What follows belongs to an exercise in optimizing a design on an open flow for small area and a short achievable clock period; a production flow would make more cautious choices.
At most, simulation tests tie the RTL to the original design; equivalence was not proved.
Power and IR drop assume default switching activity.

==> flow/design.v <==
package ws2812b_pkg;
    localparam int COLOR_W = 8;
    localparam int PIXEL_W = 24;
    localparam int CYCLES_SHORT = 4;
    localparam int CYCLES_LONG  = 7;
    localparam int CYCLES_RET   = 500;
    typedef struct packed {
        logic [COLOR_W-1:0] r;
        logic [COLOR_W-1:0] g;
        logic [COLOR_W-1:0] b;
    } rgb_t;
endpackage
import ws2812b_pkg::*;
module ws2812b_aoi222 (
    input  logic a1, b1, a2, b2, a3, b3,
    output logic y
);
    assign y = !((a1 && b1) || (a2 && b2) || (a3 && b3));
endmodule
module ws2812b_nand4 (
    input  logic a, b, c, d,
    output logic y
);
    assign y = !(a && b && c && d);
endmodule
module ws2812b_nor3 (
    input  logic a, b, c,
    output logic y
);
    assign y = !(a || b || c);
endmodule
module ws2812b_nor2 (
    input  logic a, b,
    output logic y
);
    assign y = !(a || b);
endmodule
module ws2812b_dec_lo (
    input  logic [2:0] i_addr,
    output logic [7:0] o_n
);
    always_comb begin
        for (int k = 0; k < 8; k++) o_n[k] = !(i_addr == 3'(k));
    end
endmodule
module ws2812b_dec_hi (
    input  logic       i_en,
    input  logic       i_bank,
    input  logic       i_sel,
    input  logic [2:0] i_addr,
    output logic [4:0] o_n
);
    always_comb begin
        for (int k = 0; k < 5; k++) o_n[k] = !(i_en && (i_sel == i_bank) && (i_addr == 3'(k)));
    end
endmodule
module ws2812b_mux2i (
    input  logic a0, a1, s,
    output logic y
);
    assign y = !(s ? a1 : a0);
endmodule
module ws2812b_rd_bank_bit (
    input  logic [35:0] i_sel,
    input  logic [35:0] i_data,
    output logic [2:0]  o_or
);
    logic [11:0] w_t_n;
    genvar g;
    generate
        for (g = 0; g < 12; g++) begin : g_aoi
            ws2812b_aoi222 u_aoi (
                .a1 (i_sel[3*g]),     .b1 (i_data[3*g]),
                .a2 (i_sel[3*g + 1]), .b2 (i_data[3*g + 1]),
                .a3 (i_sel[3*g + 2]), .b3 (i_data[3*g + 2]),
                .y  (w_t_n[g])
            );
        end
        for (g = 0; g < 3; g++) begin : g_nand
            ws2812b_nand4 u_nand4 (
                .a (w_t_n[4*g]), .b (w_t_n[4*g + 1]), .c (w_t_n[4*g + 2]), .d (w_t_n[4*g + 3]),
                .y (o_or[g])
            );
        end
    endgenerate
endmodule
module ws2812b_pixel_ram
#(
    parameter int LEDCOUNT = 36,
    parameter int ADDR_W   = 6
) (
    input  logic                clk,
    input  logic                i_wr_en,
    input  logic                i_wr_bank,
    input  logic [ADDR_W-1:0]   i_wr_addr,
    input  logic [PIXEL_W-1:0]  i_wr_data,
    input  logic                i_rd_bank,
    input  logic [LEDCOUNT-1:0] i_rd_sel,     
    output logic [PIXEL_W-1:0]  o_rd_data     
);
    logic [LEDCOUNT-1:0][PIXEL_W-1:0] r_bank0;
    logic [LEDCOUNT-1:0][PIXEL_W-1:0] r_bank1;
    logic [PIXEL_W-1:0]               r_wr_data;
    logic [LEDCOUNT-1:0]              w_we0;
    logic [LEDCOUNT-1:0]              w_we1;
    logic [7:0]                       w_lo_n;
    logic [4:0]                       w_hi0_n;
    logic [4:0]                       w_hi1_n;
    logic [7:0]                       r_lo_n;
    logic [4:0]                       r_hi0_n;
    logic [4:0]                       r_hi1_n;
    ws2812b_dec_lo u_dec_lo (
        .i_addr (i_wr_addr[2:0]),
        .o_n    (w_lo_n)
    );
    ws2812b_dec_hi u_dec_hi0 (
        .i_en   (i_wr_en),
        .i_bank (1'b0),
        .i_sel  (i_wr_bank),
        .i_addr (i_wr_addr[5:3]),
        .o_n    (w_hi0_n)
    );
    ws2812b_dec_hi u_dec_hi1 (
        .i_en   (i_wr_en),
        .i_bank (1'b1),
        .i_sel  (i_wr_bank),
        .i_addr (i_wr_addr[5:3]),
        .o_n    (w_hi1_n)
    );
    always_ff @(posedge clk) begin
        r_lo_n    <= w_lo_n;
        r_hi0_n   <= w_hi0_n;
        r_hi1_n   <= w_hi1_n;
        r_wr_data <= i_wr_data;
    end
    ws2812b_nor2 u_we0_0 (.a (w_hi0_n[0]), .b (w_lo_n[0]), .y (w_we0[0]));
    ws2812b_nor2 u_we1_0 (.a (w_hi1_n[0]), .b (w_lo_n[0]), .y (w_we1[0]));
    genvar w;
    generate
        for (w = 1; w < LEDCOUNT; w++) begin : g_we
            ws2812b_nor2 u_we0 (.a (r_hi0_n[w / 8]), .b (r_lo_n[w % 8]), .y (w_we0[w]));
            ws2812b_nor2 u_we1 (.a (r_hi1_n[w / 8]), .b (r_lo_n[w % 8]), .y (w_we1[w]));
        end
    endgenerate
    always_ff @(posedge clk) begin
        if (w_we0[0]) r_bank0[0] <= i_wr_data;
        if (w_we1[0]) r_bank1[0] <= i_wr_data;
        for (int i = 1; i < LEDCOUNT; i++) begin
            if (w_we0[i]) r_bank0[i] <= r_wr_data;
            if (w_we1[i]) r_bank1[i] <= r_wr_data;
        end
    end
    logic [PIXEL_W-1:0][5:0] r_part;
    logic [PIXEL_W-1:0][5:0] w_part;
    always_ff @(posedge clk) begin
        r_part <= w_part;
    end
    genvar b, i;
    generate
        for (b = 0; b < PIXEL_W; b++) begin : g_bit
            logic [LEDCOUNT-1:0] w_col0;
            logic [LEDCOUNT-1:0] w_col1;
            logic                w_rd0_n;
            logic                w_rd1_n;
            for (i = 0; i < LEDCOUNT; i++) begin : g_col
                assign w_col0[i] = r_bank0[i][b];
                assign w_col1[i] = r_bank1[i][b];
            end
            ws2812b_rd_bank_bit u_rd0 (.i_sel (i_rd_sel), .i_data (w_col0), .o_or (w_part[b][2:0]));
            ws2812b_rd_bank_bit u_rd1 (.i_sel (i_rd_sel), .i_data (w_col1), .o_or (w_part[b][5:3]));
            ws2812b_nor3 u_nor0 (.a (r_part[b][0]), .b (r_part[b][1]), .c (r_part[b][2]), .y (w_rd0_n));
            ws2812b_nor3 u_nor1 (.a (r_part[b][3]), .b (r_part[b][4]), .c (r_part[b][5]), .y (w_rd1_n));
            ws2812b_mux2i u_mux (.a0 (w_rd0_n), .a1 (w_rd1_n), .s (i_rd_bank), .y (o_rd_data[b]));
        end
    endgenerate
endmodule
import ws2812b_pkg::*;
module ws2812b_frame_feeder
#(
    parameter int LEDCOUNT = 36,
    parameter int ADDR_W   = 6,
    parameter int FPS_DIV  = 90000
) (
    input  logic               clk,
    input  logic               resetn,
    input  logic               wr_en,
    input  logic [ADDR_W-1:0]  wr_addr,
    input  logic [PIXEL_W-1:0] wr_data,
    input  logic               commit,
    output logic               bitstream_available,
    output logic [PIXEL_W-1:0] bitstream,
    input  logic               bitstream_read,
    output logic               frame_busy,
    output logic               frame_done,
    output logic               commit_pending,
    output logic               frame_overrun
);
    localparam logic [16:0] TICK_SEED = 17'h1ffff;
    localparam logic [16:0] TICK_PRE  = 17'h1b6e1;
    logic [16:0] r_lfsr;
    logic        r_tick;
    logic        r_busy;
    logic        r_load;
    logic        r_avail;
    logic        r_front;
    logic        r_pending;
    logic        r_done;
    logic        r_overrun;
    logic [LEDCOUNT-1:0] r_sel;    
    logic [PIXEL_W-1:0] r_bitstream;
    logic        w_start;
    logic        w_swap;
    logic        w_fetch;
    logic        w_take;
    logic        w_last;
    logic [PIXEL_W-1:0] w_rd_data;
    assign w_start = !r_busy && r_tick;
    assign w_swap  = w_start && (r_pending || commit);
    assign w_fetch = r_busy && !r_load && !r_avail;
    assign w_take  = r_avail && bitstream_read;
    assign w_last  = w_take && r_sel[LEDCOUNT-1];
    always_ff @(posedge clk) begin
        if (!resetn || r_tick) begin
            r_lfsr <= TICK_SEED;
        end else begin
            r_lfsr <= {r_lfsr[15:0], r_lfsr[16] ^ r_lfsr[13]};
        end
    end
    always_ff @(posedge clk) begin
        if (!resetn) begin
            r_tick    <= 1'b0;
            r_busy    <= 1'b0;
            r_load    <= 1'b0;
            r_avail   <= 1'b0;
            r_front   <= 1'b0;
            r_pending <= 1'b0;
            r_done    <= 1'b0;
            r_overrun <= 1'b0;
        end else begin
            r_tick    <= (r_lfsr == TICK_PRE);
            r_load    <= w_fetch;
            r_done    <= w_last;
            r_overrun <= r_tick && r_busy;
            r_pending <= !w_swap && (r_pending || commit);
            if (w_swap) r_front <= !r_front;
            if (w_start)     r_busy <= 1'b1;
            else if (w_last) r_busy <= 1'b0;
            if (r_load)      r_avail <= 1'b1;
            else if (w_take) r_avail <= 1'b0;
        end
    end
    always_ff @(posedge clk) begin
        if (w_start) begin
            r_sel <= LEDCOUNT'(1);
        end else if (w_take) begin
            r_sel <= {r_sel[LEDCOUNT-2:0], r_sel[LEDCOUNT-1]};
        end
    end
    always_ff @(posedge clk) begin
        r_bitstream <= {w_rd_data[15:8], w_rd_data[23:16], w_rd_data[7:0]};
    end
    ws2812b_pixel_ram #(
        .LEDCOUNT (LEDCOUNT),
        .ADDR_W   (ADDR_W)
    ) u_pixel_ram (
        .clk       (clk),
        .i_wr_en   (wr_en),         
        .i_wr_bank (!r_front),
        .i_wr_addr (wr_addr),
        .i_wr_data (wr_data),
        .i_rd_bank (r_front),
        .i_rd_sel  (r_sel),
        .o_rd_data (w_rd_data)
    );
    assign bitstream_available = r_avail;
    assign bitstream           = r_bitstream;
    assign frame_busy          = r_busy;
    assign frame_done          = r_done;
    assign commit_pending      = r_pending;
    assign frame_overrun       = r_overrun;
endmodule
==> flow/config.mk <==
export PLATFORM = sky130hd
export DESIGN_NAME = ws2812b_frame_feeder
export DESIGN_NICKNAME = ws2812b_frame_feeder
export VERILOG_FILES = /design/flow/design.v
export SDC_FILE = /design/flow/constraint.sdc
export NUM_CORES = 4
export LEC_CHECK = 0
export CAP_MARGIN = 20
export CORE_MARGIN = 2
export CORE_UTILIZATION = 75
export CTS_CLUSTER_DIAMETER = 100
export CTS_CLUSTER_SIZE = 24
export SETUP_SLACK_MARGIN = 3.0
export SLEW_MARGIN = 20
export SYNTH_HIERARCHICAL = 1
==> flow/constraint.sdc <==
create_clock -name core_clock -period 5.0 [get_ports {clk}]
set_input_delay 1.0000 -clock core_clock [delete_from_list [all_inputs] [get_ports {clk}]]
set_output_delay 1.0000 -clock core_clock [all_outputs]
set_load 0.01 [all_outputs]
standard.sh (not shown) runs the stock make flow with config.mk's settings and CLKGATE_MAP_FILE= SYNTH_SCRIPT=/design/flow/synth_recipe.tcl, a recipe that flattens the netlist after the stock synthesis.
==> flow/flow/run.sh <==
#!/bin/bash
# The standard layout (standard.sh), with two of its steps given other options:
# ports are buffered with buf_4 cells, and clock tree synthesis adds no dummy loads.
set -euo pipefail
export BUFFER_PORTS_ARGS="-inputs -outputs -buffer_cell sky130_fd_sc_hd__buf_4"
export CTS_ARGS="-sink_clustering_enable -repair_clock_nets -dont_use_dummy_load -sink_clustering_size 24 -sink_clustering_max_diameter 100"
bash standard.sh > standard.log 2>&1
==> next run, changes <==
--- a/flow/design.v
+++ b/flow/design.v
@@ -101,5 +101,4 @@
     logic [LEDCOUNT-1:0][PIXEL_W-1:0] r_bank0;
     logic [LEDCOUNT-1:0][PIXEL_W-1:0] r_bank1;
-    logic [PIXEL_W-1:0]               r_wr_data;
     logic [LEDCOUNT-1:0]              w_we0;
     logic [LEDCOUNT-1:0]              w_we1;
@@ -107,7 +106,4 @@
     logic [4:0]                       w_hi0_n;
     logic [4:0]                       w_hi1_n;
-    logic [7:0]                       r_lo_n;
-    logic [4:0]                       r_hi0_n;
-    logic [4:0]                       r_hi1_n;
     ws2812b_dec_lo u_dec_lo (
         .i_addr (i_wr_addr[2:0]),
@@ -128,25 +124,15 @@
         .o_n    (w_hi1_n)
     );
-    always_ff @(posedge clk) begin
-        r_lo_n    <= w_lo_n;
-        r_hi0_n   <= w_hi0_n;
-        r_hi1_n   <= w_hi1_n;
-        r_wr_data <= i_wr_data;
-    end
-    ws2812b_nor2 u_we0_0 (.a (w_hi0_n[0]), .b (w_lo_n[0]), .y (w_we0[0]));
-    ws2812b_nor2 u_we1_0 (.a (w_hi1_n[0]), .b (w_lo_n[0]), .y (w_we1[0]));
     genvar w;
     generate
-        for (w = 1; w < LEDCOUNT; w++) begin : g_we
-            ws2812b_nor2 u_we0 (.a (r_hi0_n[w / 8]), .b (r_lo_n[w % 8]), .y (w_we0[w]));
-            ws2812b_nor2 u_we1 (.a (r_hi1_n[w / 8]), .b (r_lo_n[w % 8]), .y (w_we1[w]));
+        for (w = 0; w < LEDCOUNT; w++) begin : g_we
+            ws2812b_nor2 u_we0 (.a (w_hi0_n[w / 8]), .b (w_lo_n[w % 8]), .y (w_we0[w]));
+            ws2812b_nor2 u_we1 (.a (w_hi1_n[w / 8]), .b (w_lo_n[w % 8]), .y (w_we1[w]));
         end
     endgenerate
     always_ff @(posedge clk) begin
-        if (w_we0[0]) r_bank0[0] <= i_wr_data;
-        if (w_we1[0]) r_bank1[0] <= i_wr_data;
-        for (int i = 1; i < LEDCOUNT; i++) begin
-            if (w_we0[i]) r_bank0[i] <= r_wr_data;
-            if (w_we1[i]) r_bank1[i] <= r_wr_data;
+        for (int i = 0; i < LEDCOUNT; i++) begin
+            if (w_we0[i]) r_bank0[i] <= i_wr_data;
+            if (w_we1[i]) r_bank1[i] <= i_wr_data;
         end
     end
Non-clock buffer count is higher by 14.
Power is lower by 1.7%.
Final area is higher by 0.83%.
Global-route usage is higher by 0.17 points.
Sequential share of layout area is lower by 1.8 points.
Setup slack gets worse by 0.049 ns.
The RTL of the second run of this note was laid out without a check of its function.

Setup of garnet:
ws2812b_frame_feeder, a different RTL version from the one above (not shown whole).
Size in the first run: ~2,900 cells after synthesis, about 1,800 flip-flops, about 64 I/O pins.
==> module ws2812b_pixel_ram, before the edit <==
module ws2812b_pixel_ram
#(
    parameter int LEDCOUNT = 36,
    parameter int ADDR_W   = 6
) (
    input  logic                clk,
    input  logic                i_wr_en,
    input  logic                i_wr_bank,
    input  logic [ADDR_W-1:0]   i_wr_addr,
    input  logic [PIXEL_W-1:0]  i_wr_data,
    input  logic                i_rd_bank,
    input  logic [LEDCOUNT-1:0] i_rd_sel,     
    output logic [PIXEL_W-1:0]  o_rd_data
);
    logic [LEDCOUNT-1:0][PIXEL_W-1:0] r_bank0;
    logic [LEDCOUNT-1:0][PIXEL_W-1:0] r_bank1;
    logic [LEDCOUNT-1:0]              w_we0;
    logic [LEDCOUNT-1:0]              w_we1;
    always_comb begin
        for (int i = 0; i < LEDCOUNT; i++) begin
            w_we0[i] = i_wr_en && !i_wr_bank && (i_wr_addr == ADDR_W'(i));
            w_we1[i] = i_wr_en &&  i_wr_bank && (i_wr_addr == ADDR_W'(i));
        end
    end
    always_ff @(posedge clk) begin
        for (int i = 0; i < LEDCOUNT; i++) begin
            if (w_we0[i]) r_bank0[i] <= i_wr_data;
            if (w_we1[i]) r_bank1[i] <= i_wr_data;
        end
    end
    genvar b, i;
    generate
        for (b = 0; b < PIXEL_W; b++) begin : g_bit
            logic [LEDCOUNT-1:0] w_col0;
            logic [LEDCOUNT-1:0] w_col1;
            logic                w_rd0_n;
            logic                w_rd1_n;
            for (i = 0; i < LEDCOUNT; i++) begin : g_col
                assign w_col0[i] = r_bank0[i][b];
                assign w_col1[i] = r_bank1[i][b];
            end
            ws2812b_rd_bank_bit u_rd0 (.i_sel (i_rd_sel), .i_data (w_col0), .o_n (w_rd0_n));
            ws2812b_rd_bank_bit u_rd1 (.i_sel (i_rd_sel), .i_data (w_col1), .o_n (w_rd1_n));
            ws2812b_mux2i u_mux (.a0 (w_rd0_n), .a1 (w_rd1_n), .s (i_rd_bank), .y (o_rd_data[b]));
        end
    endgenerate
endmodule
Settings: LEC_CHECK=0, CAP_MARGIN=20, CORE_MARGIN=2, CORE_UTILIZATION=65, CTS_CLUSTER_DIAMETER=100, CTS_CLUSTER_SIZE=28, SETUP_SLACK_MARGIN=2.5, SLEW_MARGIN=20, SYNTH_HIERARCHICAL=1; clock period 5.0 ns.
run.sh (not shown) runs the stock make flow with config.mk's settings and CLKGATE_MAP_FILE= SYNTH_SCRIPT=/design/flow/synth_recipe.tcl, a recipe that flattens the netlist after the stock synthesis.
Stock flow here: none of the scripts above is used.
Input changes introduced in ember (baseline for comparison: garnet):
--- a/flow/design.v
+++ b/flow/design.v
@@ -75,22 +75,32 @@
     input  logic [LEDCOUNT-1:0] i_rd_sel,     
     output logic [PIXEL_W-1:0]  o_rd_data
 );
     logic [LEDCOUNT-1:0][PIXEL_W-1:0] r_bank0;
     logic [LEDCOUNT-1:0][PIXEL_W-1:0] r_bank1;
+    logic                             r_wr_en;
+    logic                             r_wr_bank;
+    logic [ADDR_W-1:0]                r_wr_addr;
+    logic [PIXEL_W-1:0]               r_wr_data;
     logic [LEDCOUNT-1:0]              w_we0;
     logic [LEDCOUNT-1:0]              w_we1;
+    always_ff @(posedge clk) begin
+        r_wr_en   <= i_wr_en;
+        r_wr_bank <= i_wr_bank;
+        r_wr_addr <= i_wr_addr;
+        r_wr_data <= i_wr_data;
+    end
     always_comb begin
         for (int i = 0; i < LEDCOUNT; i++) begin
-            w_we0[i] = i_wr_en && !i_wr_bank && (i_wr_addr == ADDR_W'(i));
-            w_we1[i] = i_wr_en &&  i_wr_bank && (i_wr_addr == ADDR_W'(i));
+            w_we0[i] = r_wr_en && !r_wr_bank && (r_wr_addr == ADDR_W'(i));
+            w_we1[i] = r_wr_en &&  r_wr_bank && (r_wr_addr == ADDR_W'(i));
         end
     end
     always_ff @(posedge clk) begin
         for (int i = 0; i < LEDCOUNT; i++) begin
-            if (w_we0[i]) r_bank0[i] <= i_wr_data;
-            if (w_we1[i]) r_bank1[i] <= i_wr_data;
+            if (w_we0[i]) r_bank0[i] <= r_wr_data;
+            if (w_we1[i]) r_bank1[i] <= r_wr_data;
         end
     end
     genvar b, i;
     generate
         for (b = 0; b < PIXEL_W; b++) begin : g_bit
## What came out
- Going from garnet to ember, arrival time at the worst endpoint grows by 0.02 ns.
- From garnet to ember the numbers moved as follows: wire length lower, final non-filler cell area dropped about 1.4%, area taken by multi-input logic gates went down about 9%.
- ember reports a lower post-detailed-route wirelength per cell than garnet does.
- Looking at die area across garnet and ember, the one that comes out higher is ember.
Only the layout flow was run in garnet; the RTL was not checked for function there.

[what the ideal ports hide]
No port has a modelled driver above. Below, the same layouts with a new extraction and two added sets of constraints.
Step 1: set_driving_cell puts a clkbuf_16 on clk and a buf_2 on each other input, an assumption about the parent block.
Step 2 adds t to the input delays and takes it off the output delays; t is the mean of the earliest and latest rising clock arrival at the registers after step 1. Input paths then give back, and output paths get back, about the clock's delay inside the block.
a / b / c = ideal ports / drivers / drivers and shift; a / b = the first two.
| run | shift t [ns] | slack for setup (ns) | clock arrival spread, ns | worst data-port slew with drivers (ns) |
|---|---|---|---|---|
| the first run of note 1 | 0.747 | 2.822 / 2.750 / 2.457 | 0.054 / 0.054 | 0.07 |
| the second run of note 1 | 0.734 | 2.773 / 2.700 / 2.258 | 0.045 / 0.046 | 0.14 |
| garnet | 0.758 | 2.401 / 2.401 / 1.796 | 0.037 / 0.036 | 0.12 |
| ember | 0.758 | 2.432 / 2.432 / 2.294 | 0.033 / 0.033 | 0.04 |
After both steps setup and hold are still met in every run listed. The setup slack of garnet, which loses most, moves by 0.000 ns with the drivers and by -0.605 ns with both steps.
